This is an optimization exercise on Yosys and OpenROAD, whose aim is a short achievable clock period and few clock cycles, not a production implementation. The RTL was checked by simulation tests, not by an equivalence proof against the original design. Power is estimated from default activity; no workload was simulated.

==> design.v <==
package arm_pkg;
    typedef union packed {
        struct packed {
            logic [3:0]             cond;
            logic [1:0]             cls;
            logic                   i;
            logic [3:0]             opcode;
            logic                   s;
            logic [4-1:0]     rn;
            logic [4-1:0]     rd;
            logic [11:0]            operand2;
        } dp;
        struct packed {
            logic [3:0]             cond;
            logic [1:0]             cls;
            logic                   i;
            logic                   p;
            logic                   u;
            logic                   b;
            logic                   w;
            logic                   l;
            logic [4-1:0]     rn;
            logic [4-1:0]     rd;
            logic [11:0]            offset12;
        } mem;
    } inst_u;
    typedef struct packed {
        logic n;
        logic z;
        logic c;
        logic v;
    } flags_t;
    typedef struct packed {
        logic [32-1:0]       op_a;
        logic [32-1:0]       op_b;
        logic [3:0]                 opcode;
        logic                       set_flags;
        logic [4-1:0]         rd;
        logic                       rd_we;
        logic                       is_load;
        logic                       is_store;
        logic [32-1:0]       store_data;
        logic                       mem_up;
    } dec_t;
    typedef struct packed {
        logic                       we;
        logic [4-1:0]         rd;
        logic                       from_mem;
        logic [32-1:0]       result;
    } wb_t;
    typedef struct packed {
        logic                       we;
        logic [4-1:0]         rd;
        logic [32-1:0]       value;
    } fwd_src_t;
endpackage
`timescale 1ns/1ps
module arm_fetch #(
    parameter int N  = 4,    
    parameter int PW = 2     
) (
    input  logic                clk,
    input  logic                i_arst_n,
    input  logic                i_en,
    input  logic [29:0]         i_fa,
    input  logic [N-1:0]        i_m1,
    input  logic [N-1:0]        i_m2,
    output logic                o_hit,
    output logic                o_taken,
    output logic [29:0]         o_tgt,
    output logic                o_hit2,
    output logic                o_taken2,
    output logic [29:0]         o_tgt2,
    output logic [3:0]          o_cond2,
    output logic [N-1:0]        o_p1a,       
    output logic [N-1:0]        o_p1b,
    output logic [N-1:0]        o_p2a,       
    output logic [N-1:0]        o_p2b,
    output logic [N-1:0]        o_ta,        
    output logic [N-1:0]        o_tb,
    output logic [N-1:0]        o_t2a,       
    output logic [N-1:0]        o_t2b,
    output logic [N-1:0]        o_wmask,     
    input  logic                i_upd,
    input  logic [29:0]         i_upc,
    input  logic                i_utaken,
    input  logic [29:0]         i_utgt,
    input  logic [3:0]          i_ucond,
    input  logic                i_fupd,
    input  logic [29:0]         i_fupc,
    input  logic                i_ftaken
);
    logic [N-1:0]   vld;
    logic [N-1:0]   tkn;
    logic [29:0]    tag [N];
    logic [29:0]    tagm1 [N];   
    logic [29:0]    tagm2 [N];   
    logic [29:0]    tagm3 [N];   
    logic [29:0]    tgt [N];
    logic [3:0]     cnd [N];
    logic [PW-1:0]  ptr;
    logic [N-1:0]   uhit;
    logic [N-1:0]   fhit;
    logic           q_upd;
    logic [29:0]    q_upc;
    logic           q_utaken;
    logic [29:0]    q_utgt;
    logic [3:0]     q_ucond;
    logic           q_fupd;
    logic [29:0]    q_fupc;
    logic           q_ftaken;
    logic           alloc;
    for (genvar k = 0; k < N; k++) begin : g_cmp
        assign uhit[k]  = vld[k] && tag[k] == q_upc;
        assign fhit[k]  = vld[k] && tag[k] == q_fupc;
        assign o_p1b[k] = vld[k] && tagm2[k] == i_fa;
        assign o_p2b[k] = vld[k] && tagm3[k] == i_fa;
    end
    for (genvar k = 0; k < N; k++) begin : g_p1a
        assign o_p1a[k] = vld[k] && tagm1[k] == i_fa;
    end
    assign o_p2a = o_p1b;
    logic [N-1:0]   tt_a [N];
    logic [N-1:0]   tt_b [N];
    logic [29:0]    q_upcm1;
    always_comb begin
        o_tgt    = '0;
        o_taken  = 1'b0;
        o_tgt2   = '0;
        o_taken2 = 1'b0;
        o_cond2  = '0;
        o_ta     = '0;
        o_tb     = '0;
        o_t2a    = '0;
        o_t2b    = '0;
        for (int k = 0; k < N; k++) begin
            o_tgt    = o_tgt | ({30{i_m1[k]}} & tgt[k]);
            o_taken  = o_taken | (i_m1[k] & tkn[k]);
            o_tgt2   = o_tgt2 | ({30{i_m2[k]}} & tgt[k]);
            o_taken2 = o_taken2 | (i_m2[k] & tkn[k]);
            o_cond2  = o_cond2 | ({4{i_m2[k]}} & cnd[k]);
            o_ta     = o_ta | ({N{i_m1[k]}} & tt_a[k]);
            o_tb     = o_tb | ({N{i_m1[k]}} & tt_b[k]);
            o_t2a    = o_t2a | ({N{i_m2[k]}} & tt_a[k]);
            o_t2b    = o_t2b | ({N{i_m2[k]}} & tt_b[k]);
        end
    end
    assign o_hit  = |i_m1;
    assign o_hit2 = |i_m2;
    assign alloc   = q_upd && !(|uhit) && q_utaken;
    assign q_upcm1 = q_upc - 30'd1;
    always_comb begin
        o_wmask = '0;
        if (alloc) begin
            o_wmask[ptr] = 1'b1;
        end
    end
    always_ff @(posedge clk or negedge i_arst_n) begin
        if (!i_arst_n) begin
            vld <= '0;
            tkn <= '0;
            ptr <= '0;
            q_upd    <= 1'b0;
            q_upc    <= '0;
            q_utaken <= 1'b0;
            q_utgt   <= '0;
            q_ucond  <= '0;
            q_fupd   <= 1'b0;
            q_fupc   <= '0;
            q_ftaken <= 1'b0;
            for (int k = 0; k < N; k++) begin
                tag[k]   <= '0;
                tagm1[k] <= '0;
                tagm2[k] <= '0;
                tagm3[k] <= '0;
                tt_a[k]  <= '0;
                tt_b[k]  <= '0;
                tgt[k]   <= '0;
                cnd[k]   <= '0;
            end
        end else if (i_en) begin
            q_upd    <= i_upd;
            q_upc    <= i_upc;
            q_utaken <= i_utaken;
            q_utgt   <= i_utgt;
            q_ucond  <= i_ucond;
            q_fupd   <= i_fupd;
            q_fupc   <= i_fupc;
            q_ftaken <= i_ftaken;
            if (q_fupd) begin
                for (int k = 0; k < N; k++) begin
                    if (fhit[k]) begin
                        tkn[k] <= q_ftaken;
                    end
                end
            end
            if (q_upd) begin
                if (|uhit) begin
                    for (int k = 0; k < N; k++) begin
                        if (uhit[k]) begin
                            tkn[k] <= q_utaken;
                        end
                    end
                end else if (q_utaken) begin
                    vld[ptr]   <= 1'b1;
                    tkn[ptr]   <= 1'b1;
                    tag[ptr]   <= q_upc;
                    tagm1[ptr] <= q_upcm1;
                    tagm2[ptr] <= q_upc - 30'd2;
                    tagm3[ptr] <= q_upc - 30'd3;
                    tgt[ptr]   <= q_utgt;
                    for (int i = 0; i < N; i++) begin
                        if (i == ptr) begin
                            for (int j = 0; j < N; j++) begin
                                if (j == ptr) begin
                                    tt_a[i][j] <= q_upc == q_utgt;
                                    tt_b[i][j] <= q_upcm1 == q_utgt;
                                end else begin
                                    tt_a[i][j] <= vld[j] && tag[j] == q_utgt;
                                    tt_b[i][j] <= vld[j] && tagm1[j] == q_utgt;
                                end
                            end
                        end else begin
                            tt_a[i][ptr] <= q_upc == tgt[i];
                            tt_b[i][ptr] <= q_upcm1 == tgt[i];
                        end
                    end
                    cnd[ptr]   <= q_ucond;
                    ptr        <= (ptr == N - 1) ? '0 : ptr + 1'b1;
                end
            end
        end
    end
endmodule
`timescale 1ns/1ps
module arm_regfile (
    input  logic                    clk,
    input  logic                    i_arst_n,
    input  logic                    i_en,
    input  logic [4-1:0]      i_ra,
    input  logic [4-1:0]      i_rb,
    input  logic [4-1:0]      i_rc,
    output logic [32-1:0]    o_a,
    output logic [32-1:0]    o_b,
    output logic [32-1:0]    o_c,
    input  logic                    i_we,
    input  logic [4-1:0]      i_wa,
    input  logic [32-1:0]    i_wd
);
    logic [32-1:0] regs [15];
    assign o_a = (i_ra < 15) ? regs[i_ra] : '0;
    assign o_b = (i_rb < 15) ? regs[i_rb] : '0;
    assign o_c = (i_rc < 15) ? regs[i_rc] : '0;
    always_ff @(posedge clk or negedge i_arst_n) begin
        if (!i_arst_n) begin
            for (int k = 0; k < 15; k++) begin
                regs[k] <= '0;
            end
        end else if (i_en && i_we && i_wa < 15) begin
            regs[i_wa] <= i_wd;
        end
    end
endmodule
`timescale 1ns/1ps
module arm_cond (
    input  logic [3:0]  i_cond,
    input  logic [3:0]  i_nzcv,
    output logic        o_pass
);
    logic n, z, c, v;
    assign {n, z, c, v} = i_nzcv;
    always_comb begin
        case (i_cond)
            4'h0: o_pass = z;
            4'h1: o_pass = !z;
            4'h2: o_pass = c;
            4'h3: o_pass = !c;
            4'h4: o_pass = n;
            4'h5: o_pass = !n;
            4'h6: o_pass = v;
            4'h7: o_pass = !v;
            4'h8: o_pass = c && !z;
            4'h9: o_pass = !c || z;
            4'ha: o_pass = n == v;
            4'hb: o_pass = n != v;
            4'hc: o_pass = !z && (n == v);
            4'hd: o_pass = z || (n != v);
            4'he: o_pass = 1'b1;
            default:      o_pass = 1'b0;
        endcase
    end
endmodule
module arm_dsel (
    input  logic        i_z,         
    input  logic        i_fin,       
    input  logic        i_bv,
    input  logic        i_is_br,
    input  logic        i_bh,        
    input  logic        i_bp,        
    input  logic [3:0]  i_cond,
    input  logic        i_pass,      
    input  logic        i_fv,        
    input  logic [3:0]  i_fcond,
    input  logic        i_fpass,     
    input  logic        i_fdir,      
    output logic        o_taken,     
    output logic        o_fknown,    
    output logic        o_fp,        
    output logic        o_fbad,      
    output logic        o_rdd        
);
    always_comb begin
        if (i_fin || i_cond == 4'he || i_cond == 4'hf) begin
            o_taken = i_pass;
        end else if (i_cond[3:1] == 3'b000) begin
            o_taken = i_z ^ i_cond[0];
        end else begin
            o_taken = i_bh ? i_bp : 1'b1;
        end
        if (i_fin || i_fcond == 4'he || i_fcond == 4'hf) begin
            o_fknown = 1'b1;
            o_fp     = i_fpass;
        end else if (i_fcond[3:1] == 3'b000) begin
            o_fknown = 1'b1;
            o_fp     = i_z ^ i_fcond[0];
        end else begin
            o_fknown = 1'b0;
            o_fp     = i_fdir;
        end
    end
    assign o_fbad = i_bv && i_fv && o_fknown && (o_fp != i_fdir);
    assign o_rdd  = i_bv && i_is_br && (o_taken != i_bp) && !o_fbad;
endmodule
`timescale 1ns/1ps
module arm_hazard_fwd (
    input  logic [4-1:0]  i_r,
    input  logic                i_use,
    input  logic                i_e_we,
    input  logic [4-1:0]  i_e_rd,
    input  logic                i_e_ld,
    input  logic                i_m_we,
    input  logic [4-1:0]  i_m_rd,
    input  logic                i_m_ld,
    input  logic                i_w_we,
    input  logic [4-1:0]  i_w_rd,
    output logic                o_fwd,
    output logic [1:0]          o_pend,
    output logic [1:0]          o_vsel
);
    logic he, hm, hw;
    assign he = i_use && i_e_we && i_e_rd == i_r;
    assign hm = i_use && i_m_we && i_m_rd == i_r;
    assign hw = i_use && i_w_we && i_w_rd == i_r;
    assign o_fwd  = he && !i_e_ld;
    assign o_pend = (he && i_e_ld) ? 2'd2 : (!he && hm && i_m_ld) ? 2'd1 : 2'd0;
    assign o_vsel = hm ? 2'd1 : hw ? 2'd2 : 2'd0;
endmodule
module arm_fwd_mux (
    input  logic [1:0]              i_sel,
    input  logic [32-1:0]    i_rf,
    input  logic [32-1:0]    i_m,
    input  logic [32-1:0]    i_w,
    output logic [32-1:0]    o_v
);
    always_comb begin
        case (i_sel)
            2'd1:    o_v = i_m;
            2'd2:    o_v = i_w;
            default: o_v = i_rf;
        endcase
    end
endmodule
`timescale 1ns/1ps
module arm_execute (
    input  logic [31:0] i_x,
    input  logic [31:0] i_y,
    input  logic        i_arith,
    input  logic        i_cin,
    input  logic [3:0]  i_lsel,      
    output logic [31:0] o_res,
    output logic [31:0] o_r0,        
    output logic [31:0] o_r1,
    output logic [31:0] o_c,         
    output logic        o_n,
    output logic        o_z,
    output logic        o_cf,
    output logic        o_v
);
    logic [31:0] p;
    logic [31:0] lres;
    logic [31:0] r0;
    logic [31:0] r1;
    logic [32:0] c;
    logic        z_arith;
    logic [31:0] gg [6];
    logic [31:0] pp [6];
    assign p = i_x ^ i_y;
    always_comb begin
        pp[0]     = p;
        gg[0]     = i_x & i_y;
        gg[0][0]  = (i_x[0] & i_y[0]) | (p[0] & i_cin);
    end
    for (genvar l = 0; l < 5; l++) begin : g_lvl
        for (genvar i = 0; i < 32; i++) begin : g_bit
            if (i >= (1 << l)) begin : g_comb
                assign gg[l+1][i] = gg[l][i] | (pp[l][i] & gg[l][i - (1 << l)]);
                assign pp[l+1][i] = pp[l][i] & pp[l][i - (1 << l)];
            end else begin : g_pass
                assign gg[l+1][i] = gg[l][i];
                assign pp[l+1][i] = pp[l][i];
            end
        end
    end
    assign c = {gg[5], i_cin};
    assign lres = ({32{i_lsel[0]}} & (i_x & i_y))
                | ({32{i_lsel[1]}} & p)
                | ({32{i_lsel[2]}} & (i_x | i_y))
                | ({32{i_lsel[3]}} & i_y);
    assign r0    = i_arith ? p : lres;
    assign r1    = i_arith ? ~p : lres;
    assign o_res = (r1 & c[31:0]) | (r0 & ~c[31:0]);
    assign z_arith = &(~(p ^ {i_x[30:0] | i_y[30:0], i_cin}));
    assign o_n = o_res[31];
    logic        z_and;
    logic        z_xor;
    logic        z_or;
    logic        z_y;
    assign z_and = (i_x & i_y) == 32'h0;
    assign z_xor = p == 32'h0;
    assign z_or  = (i_x | i_y) == 32'h0;
    assign z_y   = i_y == 32'h0;
    assign o_z = i_arith ? z_arith
               : ((i_lsel[0] && z_and) || (i_lsel[1] && z_xor) || (i_lsel[2] && z_or)
                  || (i_lsel[3] && z_y));
    assign o_cf = c[32];
    assign o_r0 = r0;
    assign o_r1 = r1;
    assign o_c  = c[31:0];
    assign o_v = (i_x[31] == i_y[31]) && (p[31] ^ c[31]) != i_x[31];
endmodule
`timescale 1ns/1ps
module arm_core (
    input  logic                    clk,
    input  logic                    i_arst_n,
    input  logic                    i_en,
    output logic                    o_rom_en,
    output logic [32-1:0]    o_rom_addr,
    input  logic [32-1:0]    i_rom_data,
    output logic                    o_ram_en,
    output logic                    o_ram_wr,
    output logic [32-1:0]    o_ram_addr,
    input  logic [32-1:0]    i_ram_rdata,
    output logic [32-1:0]    o_ram_wdata
);
    logic [29:0]    fa;
    logic [29:0]    fa_inc;
    logic [29:0]    fa_inc2;
    logic           bt_hit;
    logic           bt_taken;
    logic [29:0]    bt_tgt;
    logic [29:0]    fa_pred;
    logic [29:0]    fa_next;
    logic           bt2_hit;
    logic           bt2_taken;
    logic [29:0]    bt2_tgt;
    logic [3:0]     bt2_cond;
    logic           can_fold;
    localparam int NB = 3;       
    localparam int NBW = 2;      
    logic [NB-1:0]  m1;
    logic [NB-1:0]  m2;
    logic [2*NB-1:0] m_next;
    logic           fi_v;
    logic [3:0]     fi_cond;
    logic           fi_dir;      
    logic [29:0]    fi_alt;      
    logic [29:0]    fi_bpc;      
    logic           bv;
    logic [29:0]    ba1;
    logic [29:0]    ba2;
    logic           bh;
    logic           bp;
    logic [29:0]    ba;
    logic           bf_v;
    logic [3:0]     bf_cond;
    logic           bf_dir;
    logic [29:0]    bf_alt;
    logic [29:0]    bf_bpc;
    logic           ev;
    logic [1:0]     escnt;
    logic [29:0]    ep;
    logic [29:0]    ep1;
    logic [29:0]    etgt;
    logic           e_rdd;
    logic           e_nt;
    logic           e_ns;
    logic [29:0]    enpc;
    logic [7:0]     ect;         
    logic           ecinv;       
    logic [3:0]     econd;
    logic           e_fv;        
    logic [7:0]     e_fct;
    logic           e_fcinv;
    logic           e_fdir;
    logic [29:0]    e_falt;
    logic [29:0]    e_fbpc;
    logic           e_fonly;     
    logic           e_dz;        
    logic           e_ld;
    logic           e_st;
    logic           e_br;
    logic           e_we;
    logic [3:0]     e_rd;
    logic           e_setf;
    logic           e_arith;
    logic           e_inva;
    logic           e_invb;
    logic           e_cin;
    logic [3:0]     e_lsel;
    logic [31:0]    e_opa;
    logic [31:0]    e_opb;
    logic [31:0]    e_opc;
    logic [1:0]     e_pa;
    logic [1:0]     e_pb;
    logic [1:0]     e_pc;
    logic           mwe;
    logic [3:0]     mrd;
    logic           mld;
    logic           mwr;
    logic [31:0]    mres;
    logic [31:0]    msd;
    logic           wwe;
    logic [3:0]     wrd;
    logic           wld;
    logic [31:0]    wres;
    logic [31:0]    wv;
    logic [3:0]     flags;
    assign o_rom_en    = i_en;
    assign o_rom_addr  = {fa, 2'b00};
    assign o_ram_en    = i_en;
    assign o_ram_wr    = mwr;
    assign o_ram_addr  = mres;
    assign o_ram_wdata = msd;
    logic           exec;
    logic           eok;
    logic           f_pass;
    logic           fold_bad;
    logic           fold_mis;
    logic [NB-1:0]  c_p1a, c_p1b, c_p2a, c_p2b, c_ta, c_tb, c_t2a, c_t2b, c_wmask;
    arm_fetch #(.N(NB), .PW(NBW)) btb_0 (
        .clk      (clk                     ),
        .i_arst_n (i_arst_n                ),
        .i_en     (i_en                    ),
        .i_fa     (fa                      ),
        .i_m1     (m1                      ),
        .i_m2     (m2                      ),
        .o_p1a    (c_p1a                   ),
        .o_p1b    (c_p1b                   ),
        .o_p2a    (c_p2a                   ),
        .o_p2b    (c_p2b                   ),
        .o_ta     (c_ta                    ),
        .o_tb     (c_tb                    ),
        .o_t2a    (c_t2a                   ),
        .o_t2b    (c_t2b                   ),
        .o_wmask  (c_wmask                 ),
        .o_hit    (bt_hit                  ),
        .o_taken  (bt_taken                ),
        .o_tgt    (bt_tgt                  ),
        .o_hit2   (bt2_hit                 ),
        .o_taken2 (bt2_taken               ),
        .o_tgt2   (bt2_tgt                 ),
        .o_cond2  (bt2_cond                ),
        .i_upd    (exec && e_br && !fold_mis),
        .i_upc    (ep                      ),
        .i_utaken (eok                     ),
        .i_utgt   (etgt                    ),
        .i_ucond  (econd                   ),
        .i_fupd   (exec && e_fv            ),
        .i_fupc   (e_fbpc                  ),
        .i_ftaken (f_pass                  )
    );
    assign fa_inc  = fa + 30'd1;
    assign fa_inc2 = fa + 30'd2;
    assign can_fold = bt2_hit && !(bt_hit && bt_taken);
    assign fa_pred  = (bt_hit && bt_taken) ? bt_tgt
                    : can_fold ? (bt2_taken ? bt2_tgt : fa_inc2)
                    : fa_inc;
    logic [31:0]    inst;
    logic [3:0]     d_cond;
    logic [3:0]     d_opc;
    logic           d_i;
    logic           d_s;
    logic           d_l;
    logic           d_u;
    logic [3:0]     d_rn;
    logic [3:0]     d_rd;
    logic [3:0]     d_rm;
    logic           is_cmp;
    logic           is_mov;
    logic           is_dp;
    logic           is_mem;
    logic           is_br;
    logic           use_a;
    logic           use_b;
    logic           use_c;
    logic           rd_we;
    logic           bad;
    logic           dk_dp;
    logic           dk_mem;
    logic           dv;
    logic           ua;
    logic           ub;
    logic           uc;
    logic [63:0]    rot;
    logic [31:0]    d_imm;
    logic [31:0]    rf_a;
    logic [31:0]    rf_b;
    logic [31:0]    rf_c;
    assign inst   = i_rom_data;
    assign d_cond = inst[31:28];
    assign d_i    = inst[25];
    assign d_opc  = inst[24:21];
    assign d_s    = inst[20];
    assign d_l    = inst[20];
    assign d_u    = inst[23];
    assign d_rn   = inst[19:16];
    assign d_rd   = inst[15:12];
    assign d_rm   = inst[3:0];
    assign is_cmp = d_opc[3:2] == 2'b10;
    assign is_mov = d_opc[3:2] == 2'b11 && d_opc[0];
    assign is_dp  = inst[27:26] == 2'b00 && (d_i || inst[11:4] == 8'h00) && !(is_cmp && !d_s);
    assign is_mem = inst[27:26] == 2'b01 && !inst[25] && inst[24] && !inst[22] && !inst[21];
    assign is_br  = inst[27:25] == 3'b101 && !inst[24];
    assign use_a  = (is_dp && !is_mov) || is_mem;
    assign use_b  = is_dp && !d_i;
    assign use_c  = is_mem && !d_l;
    assign rd_we  = (is_dp && !is_cmp) || (is_mem && d_l);
    assign bad    = (use_a && d_rn == 4'hf) || (use_b && d_rm == 4'hf)
                  || ((rd_we || use_c) && d_rd == 4'hf);
    assign dk_dp  = is_dp && !bad;
    assign dk_mem = is_mem && !bad;
    assign ua = (inst[27:26] == 2'b00 && !is_mov) || inst[27:26] == 2'b01;
    assign ub = inst[27:26] == 2'b00 && !d_i;
    assign uc = inst[27:26] == 2'b01 && !d_l;
    assign rot   = {24'h0, inst[7:0], 24'h0, inst[7:0]} >> {inst[11:8], 1'b0};
    assign d_imm = is_mem ? {20'h0, inst[11:0]} : rot[31:0];
    arm_regfile regfile_0 (
        .clk      (clk      ),
        .i_arst_n (i_arst_n ),
        .i_en     (i_en     ),
        .i_ra     (d_rn     ),
        .i_rb     (d_rm     ),
        .i_rc     (d_rd     ),
        .o_a      (rf_a     ),
        .o_b      (rf_b     ),
        .o_c      (rf_c     ),
        .i_we     (wwe      ),
        .i_wa     (wrd      ),
        .i_wd     (wv       )
    );
    logic           e_wnow;
    logic           fw_a;
    logic           fw_b;
    logic           fw_c;
    logic [1:0]     pd_a;
    logic [1:0]     pd_b;
    logic [1:0]     pd_c;
    logic [1:0]     vs_a;
    logic [1:0]     vs_b;
    logic [1:0]     vs_c;
    logic [31:0]    v_a;
    logic [31:0]    v_b;
    logic [31:0]    v_c;
    logic [1:0]     d_wait;
    assign e_wnow = exec && eok && e_we;
    arm_hazard_fwd hz_a (
        .i_r (d_rn), .i_use (ua),
        .i_e_we (e_wnow), .i_e_rd (e_rd), .i_e_ld (e_ld),
        .i_m_we (mwe), .i_m_rd (mrd), .i_m_ld (mld),
        .i_w_we (wwe), .i_w_rd (wrd),
        .o_fwd (fw_a), .o_pend (pd_a), .o_vsel (vs_a)
    );
    arm_hazard_fwd hz_b (
        .i_r (d_rm), .i_use (ub),
        .i_e_we (e_wnow), .i_e_rd (e_rd), .i_e_ld (e_ld),
        .i_m_we (mwe), .i_m_rd (mrd), .i_m_ld (mld),
        .i_w_we (wwe), .i_w_rd (wrd),
        .o_fwd (fw_b), .o_pend (pd_b), .o_vsel (vs_b)
    );
    arm_hazard_fwd hz_c (
        .i_r (d_rd), .i_use (uc),
        .i_e_we (e_wnow), .i_e_rd (e_rd), .i_e_ld (e_ld),
        .i_m_we (mwe), .i_m_rd (mrd), .i_m_ld (mld),
        .i_w_we (wwe), .i_w_rd (wrd),
        .o_fwd (fw_c), .o_pend (pd_c), .o_vsel (vs_c)
    );
    arm_fwd_mux byp_a (.i_sel (vs_a), .i_rf (rf_a), .i_m (mres), .i_w (wv), .o_v (v_a));
    arm_fwd_mux byp_b (.i_sel (vs_b), .i_rf (rf_b), .i_m (mres), .i_w (wv), .o_v (v_b));
    arm_fwd_mux byp_c (.i_sel (vs_c), .i_rf (rf_c), .i_m (mres), .i_w (wv), .o_v (v_c));
    always_comb begin
        d_wait = 2'd0;
        if (pd_a > d_wait) d_wait = pd_a;
        if (pd_b > d_wait) d_wait = pd_b;
        if (pd_c == 2'd2 && d_wait == 2'd0) d_wait = 2'd1;
    end
    logic           hz_e;
    logic           hz_m;
    logic           hold_f;
    assign hz_e   = e_ld && eok && ((ua && d_rn == e_rd) || (ub && d_rm == e_rd) || (uc && d_rd == e_rd));
    assign hz_m   = mld && ((ua && d_rn == mrd) || (ub && d_rm == mrd));
    assign hold_f = (bv && (hz_e || hz_m)) || (ev && escnt == 2'd2);
    logic [7:0]     d_ct;
    logic [7:0]     f_ct;
    always_comb begin
        d_ct = '0;
        d_ct[d_cond[3:1]] = 1'b1;
        f_ct = '0;
        f_ct[bf_cond[3:1]] = 1'b1;
    end
    logic           fin;
    logic           d_pass;
    logic [29:0]    tgt_d;
    logic           off_m1;
    arm_cond cond_d (.i_cond (d_cond), .i_nzcv (flags), .o_pass (d_pass));
    assign fin = !e_setf;
    logic           z_now;
    logic           f_pass_d;
    logic [1:0]     ds_taken;
    logic [1:0]     ds_fknown;
    logic [1:0]     ds_fp;
    logic [1:0]     ds_fbad;
    logic [1:0]     ds_rdd;
    logic           redirect_df;
    assign z_now = (e_setf && eok) ? f_z : flags[2];
    arm_cond cond_f (.i_cond (bf_cond), .i_nzcv (flags), .o_pass (f_pass_d));
    for (genvar k = 0; k < 2; k++) begin : g_dsel
        arm_dsel dsel (
            .i_z      (k[0]        ),
            .i_fin    (fin         ),
            .i_bv     (bv          ),
            .i_is_br  (is_br       ),
            .i_bh     (bh          ),
            .i_bp     (bp          ),
            .i_cond   (d_cond      ),
            .i_pass   (d_pass      ),
            .i_fv     (bf_v        ),
            .i_fcond  (bf_cond     ),
            .i_fpass  (f_pass_d    ),
            .i_fdir   (bf_dir      ),
            .o_taken  (ds_taken[k] ),
            .o_fknown (ds_fknown[k]),
            .o_fp     (ds_fp[k]    ),
            .o_fbad   (ds_fbad[k]  ),
            .o_rdd    (ds_rdd[k]   )
        );
    end
    assign redirect_df = ds_fbad[z_now] || ds_rdd[z_now];
    logic           rdd_nz;
    assign rdd_nz = bv && is_br && (ds_taken[0] != bp);
    assign tgt_d      = ba2 + {{6{inst[23]}}, inst[23:0]};
    assign off_m1     = inst[23:0] == 24'hffffff;
    logic [31:0]    x;
    logic [31:0]    y;
    logic [31:0]    sd;
    logic           cin;
    logic [31:0]    res;
    logic [31:0]    res_r0;
    logic [31:0]    res_r1;
    logic [31:0]    res_c;
    logic           f_n;
    logic           f_z;
    logic           f_c;
    logic           f_v;
    logic           taken_e;
    logic [29:0]    real_npc;
    logic           redirect_e;
    assign exec = ev && escnt == 2'd0;
    logic fl_n, fl_z, fl_c, fl_v;
    assign {fl_n, fl_z, fl_c, fl_v} = flags;
    assign eok = ecinv ^ ((ect[0] && fl_z) || (ect[1] && fl_c) || (ect[2] && fl_n)
                       || (ect[3] && fl_v) || (ect[4] && fl_c && !fl_z)
                       || (ect[5] && fl_n == fl_v) || (ect[6] && !fl_z && fl_n == fl_v)
                       || ect[7]);
    assign f_pass = e_fcinv ^ ((e_fct[0] && fl_z) || (e_fct[1] && fl_c) || (e_fct[2] && fl_n)
                            || (e_fct[3] && fl_v) || (e_fct[4] && fl_c && !fl_z)
                            || (e_fct[5] && fl_n == fl_v) || (e_fct[6] && !fl_z && fl_n == fl_v)
                            || e_fct[7]);
    assign fold_mis = e_fv && (f_pass != e_fdir);
    assign fold_bad = fold_mis && !e_fonly;
    assign x   = e_opa;
    assign y   = e_opb;
    assign sd  = (e_pc == 2'd1) ? i_ram_rdata : e_opc;
    assign cin = e_cin;
    arm_execute alu_0 (
        .i_x     (x       ),
        .i_y     (y       ),
        .i_arith (e_arith ),
        .i_cin   (cin     ),
        .i_lsel  (e_lsel  ),
        .o_res   (res     ),
        .o_r0    (res_r0  ),
        .o_r1    (res_r1  ),
        .o_c     (res_c   ),
        .o_n     (f_n     ),
        .o_z     (f_z     ),
        .o_cf    (f_c     ),
        .o_v     (f_v     )
    );
    assign taken_e    = e_br && eok;
    logic           c_next;
    assign c_next = (exec && eok && e_setf && e_arith) ? f_c : flags[1];
    assign real_npc   = taken_e ? etgt : ep1;
    logic [29:0]    npc_e;
    assign npc_e = fold_bad ? e_falt : real_npc;
    assign redirect_e = exec && (fold_bad || (!fold_mis && !e_dz
                     && (taken_e ? !(e_rdd ? e_nt : enpc == etgt) : !e_ns)));
    logic           e_go;
    assign e_go = exec && eok && !fold_mis;
    assign dv = bv && !redirect_e;
    logic           brd;
    logic [29:0]    fa_seq;
    logic [29:0]    fa_if_t;
    logic [29:0]    fa_if_n;
    logic [29:0]    fa_z [2];
    assign brd     = bv && is_br;
    assign fa_seq  = hold_f ? fa : fa_pred;
    assign fa_if_t = (brd && !bp) ? tgt_d : fa_seq;
    assign fa_if_n = (brd && bp) ? ba1 : fa_seq;
    for (genvar k = 0; k < 2; k++) begin : g_faz
        assign fa_z[k] = redirect_e ? npc_e : ds_fbad[k] ? bf_alt
                       : ds_taken[k] ? fa_if_t : fa_if_n;
    end
    assign fa_next = fa_z[z_now];
    logic [2*NB-1:0] m_pred;
    logic [2*NB-1:0] m_seq;
    assign m_pred = (bt_hit && bt_taken) ? {c_tb, c_ta}
                  : can_fold ? (bt2_taken ? {c_t2b, c_t2a} : {c_p2b, c_p2a})
                  : {c_p1b, c_p1a};
    assign m_seq  = hold_f ? {m2, m1} : m_pred;
    assign m_next = (redirect_e || redirect_df) ? '0 : m_seq & ~{c_wmask, c_wmask};
    assign wv = wld ? i_ram_rdata : wres;
    logic           c_arith;
    logic           c_inva;
    logic           c_invb;
    logic           c_cin1;
    logic           c_cinc;
    logic [3:0]     c_lsel;
    always_comb begin
        c_arith = 1'b0;
        c_inva  = 1'b0;
        c_invb  = 1'b0;
        c_cin1  = 1'b0;
        c_cinc  = 1'b0;
        c_lsel  = 4'b0;
        if (is_mem) begin
            c_arith = 1'b1;
            c_invb  = !d_u;
            c_cin1  = !d_u;
        end else begin
            case (d_opc)
                4'h0, 4'h8: c_lsel = 4'b0001;
                4'h1, 4'h9: c_lsel = 4'b0010;
                4'hc:              c_lsel = 4'b0100;
                4'hd:              c_lsel = 4'b1000;
                4'he: begin
                    c_lsel = 4'b0001;
                    c_invb = 1'b1;
                end
                4'hf: begin
                    c_lsel = 4'b1000;
                    c_invb = 1'b1;
                end
                4'h4, 4'hb: c_arith = 1'b1;
                4'h5: begin
                    c_arith = 1'b1;
                    c_cinc  = 1'b1;
                end
                4'h2, 4'ha: begin
                    c_arith = 1'b1;
                    c_invb  = 1'b1;
                    c_cin1  = 1'b1;
                end
                4'h6: begin
                    c_arith = 1'b1;
                    c_invb  = 1'b1;
                    c_cinc  = 1'b1;
                end
                4'h3: begin
                    c_arith = 1'b1;
                    c_inva  = 1'b1;
                    c_cin1  = 1'b1;
                end
                default: begin  
                    c_arith = 1'b1;
                    c_inva  = 1'b1;
                    c_cinc  = 1'b1;
                end
            endcase
        end
    end
    logic [31:0]    dv_a;
    logic [31:0]    dv_b;
    logic           tk_b;
    logic [31:0]    nx_a;
    logic [31:0]    nx_b;
    logic [31:0]    nx_c;
    assign dv_a = v_a ^ {32{c_inva}};
    assign dv_b = ((is_mem || d_i) ? d_imm : v_b) ^ {32{c_invb}};
    assign tk_b = fw_b && !(is_mem || d_i);
    assign nx_a = (res_c & (fw_a ? res_r1 ^ {32{c_inva}} : dv_a))
                | (~res_c & (fw_a ? res_r0 ^ {32{c_inva}} : dv_a));
    assign nx_b = (res_c & (tk_b ? res_r1 ^ {32{c_invb}} : dv_b))
                | (~res_c & (tk_b ? res_r0 ^ {32{c_invb}} : dv_b));
    assign nx_c = (res_c & (fw_c ? res_r1 : v_c)) | (~res_c & (fw_c ? res_r0 : v_c));
    function automatic logic [1:0] dec2(input logic [1:0] v);
        dec2 = (v == 2'd0) ? 2'd0 : v - 2'd1;
    endfunction
    always_ff @(posedge clk or negedge i_arst_n) begin
        if (!i_arst_n) begin
            fa      <= '0;
            m1      <= '0;
            m2      <= '0;
            bv      <= 1'b0;
            ba      <= '0;
            ba1     <= '0;
            ba2     <= '0;
            bh      <= 1'b0;
            bp      <= 1'b0;
            fi_v    <= 1'b0;
            fi_cond <= '0;
            fi_dir  <= 1'b0;
            fi_alt  <= '0;
            fi_bpc  <= '0;
            bf_v    <= 1'b0;
            bf_cond <= '0;
            bf_dir  <= 1'b0;
            bf_alt  <= '0;
            bf_bpc  <= '0;
            econd   <= '0;
            e_fv    <= 1'b0;
            e_fct   <= '0;
            e_fcinv <= 1'b0;
            e_fdir  <= 1'b0;
            e_falt  <= '0;
            e_fbpc  <= '0;
            e_fonly <= 1'b0;
            e_dz    <= 1'b0;
            ev      <= 1'b0;
            escnt   <= '0;
            ep      <= '0;
            ep1     <= '0;
            etgt    <= '0;
            e_rdd   <= 1'b0;
            e_nt    <= 1'b0;
            e_ns    <= 1'b0;
            enpc    <= '0;
            ect     <= '0;
            ecinv   <= 1'b1;
            e_ld    <= 1'b0;
            e_st    <= 1'b0;
            e_br    <= 1'b0;
            e_we    <= 1'b0;
            e_rd    <= '0;
            e_setf  <= 1'b0;
            e_arith <= 1'b0;
            e_inva  <= 1'b0;
            e_invb  <= 1'b0;
            e_cin   <= 1'b0;
            e_lsel  <= '0;
            e_opa   <= '0;
            e_opb   <= '0;
            e_opc   <= '0;
            e_pa    <= '0;
            e_pb    <= '0;
            e_pc    <= '0;
            mwe     <= 1'b0;
            mrd     <= '0;
            mld     <= 1'b0;
            mwr     <= 1'b0;
            mres    <= '0;
            msd     <= '0;
            wwe     <= 1'b0;
            wrd     <= '0;
            wld     <= 1'b0;
            wres    <= '0;
            flags   <= '0;
        end else if (i_en) begin
            fa  <= fa_next;
            m1  <= m_next[NB-1:0];
            m2  <= m_next[2*NB-1:NB];
            bv  <= !(redirect_e || redirect_df || hold_f);
            ba  <= fa;
            ba1 <= fa_inc;
            ba2 <= fa_inc2;
            bh  <= bt_hit;
            bp  <= bt_hit && bt_taken;
            if (redirect_e || redirect_df) begin
                fi_v <= 1'b0;
            end else if (!hold_f) begin
                fi_v <= can_fold;
            end
            if (!hold_f) begin
                fi_cond <= bt2_cond;
                fi_dir  <= bt2_taken;
                fi_alt  <= bt2_taken ? fa_inc2 : bt2_tgt;
                fi_bpc  <= fa_inc;
            end
            bf_v    <= fi_v;
            bf_cond <= fi_cond;
            bf_dir  <= fi_dir;
            bf_alt  <= fi_alt;
            bf_bpc  <= fi_bpc;
            if (ev && escnt != 2'd0) begin
                escnt <= escnt - 2'd1;
                if (e_pa == 2'd1) e_opa <= i_ram_rdata ^ {32{e_inva}};
                if (e_pb == 2'd1) e_opb <= i_ram_rdata ^ {32{e_invb}};
                if (e_pc == 2'd1) e_opc <= i_ram_rdata;
                e_pa  <= dec2(e_pa);
                e_pb  <= dec2(e_pb);
                e_pc  <= dec2(e_pc);
            end else begin
                ev      <= dv;
                escnt   <= (dv && !ds_fbad[z_now]) ? d_wait : 2'd0;
                e_fonly <= ds_fknown[0];
                e_dz    <= is_br && !fin && d_cond[3:1] == 3'b000;
                ep      <= ba;
                ep1     <= ba1;
                etgt    <= tgt_d;
                e_rdd   <= rdd_nz;
                e_nt    <= ds_taken[0] || off_m1;
                e_ns    <= rdd_nz ? (!ds_taken[0] || off_m1) : (fa == ba1 || fi_v);
                econd   <= d_cond;
                e_fv    <= dv && bf_v;
                e_fct   <= f_ct;
                e_fcinv <= bf_cond[0];
                e_fdir  <= bf_dir;
                e_falt  <= bf_alt;
                e_fbpc  <= bf_bpc;
                enpc    <= fa;
                ect     <= d_ct;
                ecinv   <= d_cond[0];
                e_ld    <= dv && dk_mem && d_l;
                e_st    <= dv && dk_mem && !d_l;
                e_br    <= dv && is_br;
                e_we    <= dv && !bad && rd_we;
                e_rd    <= d_rd;
                e_setf  <= dv && dk_dp && d_s;
                e_arith <= c_arith;
                e_inva  <= c_inva;
                e_invb  <= c_invb;
                e_cin   <= c_cin1 || (c_cinc && c_next);
                e_lsel  <= c_lsel;
                e_opa   <= nx_a;
                e_opb   <= nx_b;
                e_opc   <= nx_c;
                e_pa    <= pd_a;
                e_pb    <= pd_b;
                e_pc    <= pd_c;
            end
            mwe  <= e_go && e_we;
            mrd  <= e_rd;
            mld  <= e_go && e_ld;
            mwr  <= e_go && e_st;
            mres <= res;
            msd  <= sd;
            if (e_go && e_setf) begin
                flags[3] <= f_n;
                flags[2] <= f_z;
                if (e_arith) begin
                    flags[1] <= f_c;
                    flags[0] <= f_v;
                end
            end
            wwe  <= mwe;
            wrd  <= mrd;
            wld  <= mld;
            wres <= mres;
        end
    end
endmodule
==> run.sh <==
#!/bin/bash
# synth_recipe.tcl (not shown) runs the flow's synth.tcl, then flattens the netlist and writes it again
# the make line also repeats each setting of config.mk as NAME=value (left out here)
make -C /OpenROAD-flow-scripts/flow DESIGN_CONFIG=/design/flow/config.mk WORK_HOME=/design/flow/orfs CLKGATE_MAP_FILE= SYNTH_SCRIPT=/design/flow/synth_recipe.tcl finish
==> config.mk <==
export PLATFORM = sky130hd
export DESIGN_NAME = arm_core
export DESIGN_NICKNAME = arm_core
export VERILOG_FILES = /design/flow/design.v
export SDC_FILE = /design/flow/constraint.sdc
export NUM_CORES = 8
export LEC_CHECK = 0
export ABC_AREA = 1
export CAP_MARGIN = 20
export CORE_MARGIN = 2
export CORE_UTILIZATION = 33
export SETUP_SLACK_MARGIN = 4.5
export SLEW_MARGIN = 20
==> constraint.sdc <==
create_clock -name core_clock -period 7.5 [get_ports {clk}]
set_input_delay 1.5000 -clock core_clock [delete_from_list [all_inputs] [get_ports {clk}]]
set_output_delay 1.5000 -clock core_clock [all_outputs]
set_load 0.01 [all_outputs]
==> results.toml, run 1 <==
[worst_setup_path]
end_kind = "register"
critPathRequiredTime_ns = 8.35
cpMostUsedCell = "nand2_1"
crit_slowest_cell = "nor4_4"
slowest_delay_ns = 0.87
crit_arrival_ns = 4.38
crit_fanout = 10
path_cells = "buf_12 > buf_6 > inv_2 > nand2_1 > nand4_1 > nor4_4 > a41oi_1 > a21oi_1 > o21ai_0 > nand2_1"
path_class = "register to register"
startpoint_type = "register"

[layout]
synthToLayoutAreaGrowth_pct = 33.9
final_common_cell = "nand2_1"
nFillCells = 33100
final_nets = 16700
layout-drive-gt1-share = 0.225
layout.cells.non_filler = 21100
final_cell_mix = "nand2_1 (4301), dfrtp_1 (1645), o21ai_0 (1593), inv_1 (1501), buf_4 (882)"

[pwr]
power_density_mw_per_mm2 = 391
leakagePower_uw = 0.0676
power_uw = 57700
peakVddDrop_uv = 269

[sta]
max_slew_margin = 0.103
fin_ws_ns = 3.98
setup_viol = 0
hold_viol_final = 0
holdWs_ns = 0.337
fmax_mhz = 284
slew_violations = 0
rsz0062_at_grt = "true"
period_share = 0.470
tightest_slew_ns = 1.34
period_needed_ns = 3.52
fin_tns_setup_ns = 0
skew_ns = 0.160

[placement]
io_buffers = 163
gp_congestion = 1.08
dp_slack_ns = 1.67
dp.cells = 19600
hpwl_um = 465000

[global_route]
grt_max_degree = 206
grt-ovfl-total = 0
grt_use_total = 0.403
grt_pass1_vias = 119000
grt_pass1_wl_um = 962000
antenna_found_initial = 78

[routing]
drc = 0
drtIter0Drc = 22800
first_pass_iters = 33
vias = 133000
ant_nets = 0
drt-wirelength-per-cell_um = 35.2
routed_via_density = 6.29
routed_wl_um = 744000

[clock_network]
clock_sinks = 1764
clk_pin_slew_worst_paths_ns = 0.07
clock_path_buffers = 4
clock_latency_ns = 1.05
cts-buffers-inserted = 210
cts_tree = "built"
cts-htree-levels = 4
root_buffer = "clkbuf_16"

[die]
die_x_um = 582
die-area_mm2 = 0.339
start_util = 0.331
floorplan.rows = 212
chipHeight_um = 582
io_pins = 166
core_mm2 = 0.333

[logic_synthesis]
ys_warn_count = 339
synthArstFlopShare = 1.00
synth_cell_type_count = 78
syn_inst = 15600
syn_avg_cell_area_um2 = 7.07
synth-edff-count = 0
synth_seq_cells = 1764
mappedNetlistArea_mm2 = 0.110
synth_flop_cell = "dfrtp_1"
ys_seq_area_frac = 0.400

[job]
cap_violations = 0

[hold_path]
min_path_type = "input port to asynchronous set/reset pin"

[run_status]
outcome = "complete, no violations"
[metrics by stage]
step	instance area (um2)	utilization
after global routing	148000	0.443
final	148000	0.444
after global placement	118000	0.353
after detailed placement	118000	0.353
after floorplan	112000	-
after CTS	136000	0.409
[critical path: cells and delay by family, from the launching register on]
family | cells | cell delay [ns]
flip-flops | 1 | 0.37
AND/OR/NAND/NOR | 4 | 1.63
AO/OA/AOI/OAI | 3 | 0.72
buffers and inverters | 3 | 0.61
[cell type report]
| class | instances | area (um2) | area share |
|---|---|---|---|
| Multi-Input combinational cell | 11200 | 64600 | 0.437 |
| Sequential cell | 1764 | 44300 | 0.300 |
| Inverter | 1744 | 7460 | 0.0505 |
| Tap cell | 4387 | 5490 | 0.0371 |
| Antenna cell | 58 | 145 | 0.000982 |
| Timing Repair inverter | 19 | 239 | 0.00162 |
| Clock inverter | 97 | 1380 | 0.00937 |
| Timing Repair Buffer | 1571 | 18100 | 0.123 |
| Clock buffer | 291 | 5990 | 0.0405 |
[cells by family after synthesis]
group           Yosys count  share of synthesized area
simple gates           6798                      0.255
buf+inv                2667                     0.0960
mux                       6                   0.000612
other cells               1                  0.0000340
fa+ha+maj               118                     0.0135
flops                  1764                      0.400
xor+xnor                551                     0.0439
compound gates         3701                      0.191
[layer usage]
layer	part of all wire	up-vias	track usage
met4	0.12	62	0.377
li1	-	53500	-
met5	0.0019	-	0
met3	0.15	4314	0.162
met2	0.39	12300	0.560
met1	0.33	62700	0.469
[synthesized netlist by cell type, types with 23 or more instances]
master     count  area [um2]
ha_1         116        1450
o22ai_1      680        4250
a221oi_1      64         561
buf_1         47         176
nand3_1      655        3280
a31oi_1       30         188
xnor2_1      174        1520
nor2_1       755        2830
inv_1       1643        6170
nand4_1      170        1060
xor2_1       374        3280
nor2_2        33         206
nor3_1       174         871
o2111ai_1     98         858
clkbuf_1     581        2180
clkinv_1      39         146
a21oi_1      409        2050
buf_2        229        1150
inv_2         62         233
o21ai_0     1729        8650
nand2_2       26         163
buf_4         42         315
o21ai_1      352        1760
or2_2         56         350
nor4_1       120         751
o211ai_1     150        1130
a211oi_1      23         173
dfrtp_1     1763       44100
nand2_1     4705       17700
o221ai_1      77         674
[report_power, final]
| group | internal [uW] | switching [uW] |
|---|---|---|
| Sequential | 11500 | 2340 |
| Combinational | 10000 | 22500 |
| Clock | 6560 | 4840 |
[repair_timing]
item | in CTS | in global routing
hold buffers | 0 | 0
endpoints found under the hold margin | 0 | 0
pin swaps | 204 | 569
resized for setup | 1881 | 1535
endpoints found under the setup margin | 1460 | 770
cloned | 72 | 78
buffers inserted | 519 | 400
[registers in the layout, summed over array words and instances (netlist names), 87 cells and up]
signal	flops
btb_0.tagm3	87
btb_0.tagm1	90
regfile_0.regs	480
btb_0.tag	90
btb_0.tagm2	87
btb_0.tgt	90
[final timing paths]
kind | startpoint | endpoint | slack, ns | cells after the start
worst max-delay path | fa[7]$_DFFE_PN0P_ | e_ns$_DFFE_PN0P_ | 3.98 | 10
worst min register to register | fi_alt[0]$_DFFE_PN0P_ | bf_alt[0]$_DFFE_PN0P_ | 0.43 | 2
worst min-delay path | i_arst_n | regfile_0.regs[4][12]$_DFFE_PN0P_ | 0.34 | 1
min in group core_clock | fi_alt[0]$_DFFE_PN0P_ | bf_alt[0]$_DFFE_PN0P_ | 0.43 | 2
worst max register to register | fa[7]$_DFFE_PN0P_ | e_ns$_DFFE_PN0P_ | 3.98 | 10
max in group asynchronous | i_arst_n | e_opb[12]$_DFFE_PN0P_ | 5.04 | 3
Testbench counts, summed over its fixed seeds: cycles 23,830.
==> run 2: changes to the inputs <==
--- a/config.mk
+++ b/config.mk
@@ -8,6 +8,6 @@
 export ABC_AREA = 1
 export CAP_MARGIN = 20
 export CORE_MARGIN = 2
-export CORE_UTILIZATION = 33
+export CORE_UTILIZATION = 30
 export SETUP_SLACK_MARGIN = 4.5
 export SLEW_MARGIN = 20
==> run 2 against run 1 <==
  * First-iteration DRC count increased by 0.82%
  * Sequential share of layout area down 0.064 points
  * Via count decreased by 0.50%
  * Critical path depth grew 8
  * Clock skew decreased by 0.050 ns
  * Clock-buffer cell count grew 3
  * Synthesized cell count unchanged
  * Worst setup slack worse by 0.28 ns
  * Core utilization decreased by 3.9 points
  * Combinational power barely moved
  * Non-clock buffer count grew 52
  * Critical path type is now input port to register
  * Largest cell class unchanged
  * Largest power group unchanged
==> results.toml, run 2 <==
[die]
chipHeight_um = 611
die_x_um = 611
floorplan.rows = 222
io_pins = 166
die-area_mm2 = 0.373
start_util = 0.302
core_mm2 = 0.366

[logic_synthesis]
synth_top_family_by_area = "simple AND/OR/NAND/NOR gates"
synth_cell_type_count = 78
syn_avg_cell_area_um2 = 7.07
yosys-top-cells-count = "nand2_1 (4705), dfrtp_1 (1763), o21ai_0 (1729)"
synth_xor_area_frac = 0.0439
synth_fa_ha_area_frac = 0.0135
synthSimpleGateAreaFrac = 0.255
synth_compound_area_frac = 0.191
synth_most_common_cell = "nand2_1"
syn_inst = 15600
ys_seq_area_frac = 0.400
synth-edff-count = 0
synthArstFlopShare = 1.00
synth_seq_cells = 1764
synth_flop_cell = "dfrtp_1"
synth_top_area_cell = "dfrtp_1"
synth_top_cell_area_share = 0.400
synthMuxAreaShare = 0.000612
ys_warn_count = 339
mappedNetlistArea_mm2 = 0.110
yosys-top-cells-area = "dfrtp_1 (40%), nand2_1 (16%), o21ai_0 (7.8%)"

[clock_network]
clk_pin_slew_worst_paths_ns = 0.06
cts_tree = "built"
clock_latency_ns = 0.98
root_buffer = "clkbuf_16"
clock_path_buffers = 4
ctsHoldBuffers = 0
cts-htree-levels = 4
clock_sinks = 1764
cts-buffers-inserted = 205

[sta]
max_slew_margin = 0.0436
skew_ns = 0.110
hold_viol_final = 0
setup_viol = 0
tightest_slew_ns = 1.43
period_share = 0.507
fin_tns_setup_ns = 0
slew_violations = 0
fmax_mhz = 263
period_needed_ns = 3.80
rsz0062_at_grt = "true"

[layout]
layout-drive-gt1-share = 0.219
final_common_cell = "nand2_1"
synthToLayoutAreaGrowth_pct = 34.1
top_register = "regfile_0.regs"
final_cell_mix = "nand2_1 (4356), dfrtp_1 (1655), o21ai_0 (1588), inv_1 (1491), buf_4 (914)"
final_nets = 16800
largest_reg_flops = 480
fin_area_mm2 = 0.148
nFillCells = 37000

[job]
cap_violations = 0

[placement]
gp_congestion = 1.08
io_buffers = 163
hpwl_um = 456000
dpl_cell_area_mm2 = 0.118

[worst_setup_path]
reg2reg_from = "fa[0]$_DFFE_PN0P_"
rrSetupSlack_ns = 4.23
worstRegToRegCells = 14
crit_fanout = 16
end_kind = "register"
crit_arrival_ns = 4.60
startpoint_type = "input port"
r2r_end = "m2[1]$_DFFE_PN0P_"
path_class = "input port to register"
critPathRequiredTime_ns = 8.30
startpoint = "i_rom_data[17]"

[routing]
vias = 132000
drt-wirelength-per-cell_um = 34.1
drc = 0
drtIter0Drc = 23000
first_pass_iters = 34
routed_via_density = 6.12
ant_nets = 0
routed_wl_um = 737000

[global_route]
grt_pass1_vias = 117000
grt_pass1_wl_um = 959000
grt_max_degree = 187
grt-ovfl-total = 0
antenna_found_initial = 75
grt_use_total = 0.366

[pwr]
power_density_mw_per_mm2 = 386
leakagePower_uw = 0.0675
peakVddDrop_uv = 213

[hold_path]
min_path_type = "input port to asynchronous set/reset pin"

[run_status]
outcome = "complete, no violations"
[run 2: cell counts after synthesis]
No cell type changed its count.
[run 2: kinds of logic (layout without fill, tap and decap cells)]
family,Yosys count,count (layout)
compound gates,3701,3701
xor+xnor,551,551
fa+ha+maj,118,118
buf+inv,2667,3739
flops,1764,1764
mux,6,6
other cells,1,69
simple gates,6798,6838
[run 2: stage by stage]
stage / hold WS, ns / util / instances / power [uW] / worst slack (ns)
floorplan: 0.437 / - / 15600 / 25600 / 4.13
global placement: 0.448 / 0.323 / 20000 / 37400 / 1.50
detailed placement: 0.454 / 0.323 / 20000 / 37400 / 1.51
CTS: 0.442 / 0.374 / 21000 / 51800 / 4.28
global route: 0.440 / 0.404 / 21500 / 58000 / 3.88
finish: 0.379 / 0.405 / 21600 / 57200 / 3.70
[run 2: report_power, final]
group	internal [uW]	switching (uW)	total, uW
Combinational	10300	22200	32500
Sequential	11500	2430	13900
Clock	6090	4650	10700
Total	27900	29300	57200
[run 2: worst max-delay path by stage]
| stage | cells after the start | end | slack (ns) |
|---|---|---|---|
| floorplan | 17 | fa[24]$_DFFE_PN0P_ | 4.13 |
| global placement | 13 | e_opc[21]$_DFFE_PN0P_ | 1.50 |
| detailed placement | 14 | e_opc[21]$_DFFE_PN0P_ | 1.51 |
| CTS | 2 | o_ram_en | 4.28 |
| global route | 18 | e_opa[3]$_DFFE_PN0P_ | 3.88 |
| finish | 18 | e_opa[3]$_DFFE_PN0P_ | 3.70 |
[run 2: worst max-delay path, cell delays in order]
cell and delay (ns):
buf_12 0.15, nor2_4 0.07, buf_6 0.17, nand2_8 0.14
clkbuf_16 0.26, o22ai_1 0.22, nor2_1 0.58, nand3_2 0.44
nand2_1 0.15, nand2_1 0.09, o211ai_1 0.20, nand2_1 0.13
o21ai_1 0.09, nand2_1 0.06, nand2_1 0.07, nand2_1 0.05
nand2_1 0.12, o21ai_1 0.07
[run 2: layout make-up]
type | count | area (um2) | area share
Timing Repair Buffer | 1623 | 18600 | 0.126
Tap cell | 4816 | 6030 | 0.0407
Timing Repair inverter | 15 | 204 | 0.00138
Antenna cell | 67 | 168 | 0.00113
Clock inverter | 63 | 835 | 0.00564
Sequential cell | 1764 | 44300 | 0.299
Multi-Input combinational cell | 11200 | 64300 | 0.434
Clock buffer | 294 | 5970 | 0.0403
Inverter | 1744 | 7620 | 0.0515
[run 2: what timing repair did]
item,4_1_cts,5_1_grt
gates cloned,77,62
gates resized for setup,1990,1429
setup buffers,555,438
endpoints found under the setup margin,1360,964
pin swaps,267,564
[run 2: per-layer routing]
metal	vias to the layer above	wire, um	global-route usage	part of all wire
met1	63200	254000	0.441	0.34
met4	58	85500	0.307	0.12
met5	-	1120	0.00194	0.0015
li1	53600	-	-	-
met2	11600	286000	0.513	0.39
met3	3813	110000	0.138	0.15

## re-timing with driven ports
How much do the figures lean on ideal ports? The routed layouts below were timed once more, with nothing changed but the port constraints. Step 1 assumes that a clkbuf_16 drives the clock port and a buf_2 every other input. Step 2 also shifts input and output timing later by t, the mid clock arrival at the registers, as if the neighbouring blocks saw the same clock. a / b / c = no drivers / after step 1 / after step 2; a / b = the first two.
run	shift t [ns]	slack for setup (ns)	cell pins on the clock port's net
run 1	1.080	3.976 / 3.972 / 3.059	1
run 2	1.059	3.698 / 3.589 / 2.529	1
After both steps every run listed still meets setup and hold. The setup slack of run 2, which loses most, moves by -0.109 ns with the drivers and by -1.169 ns with both steps.
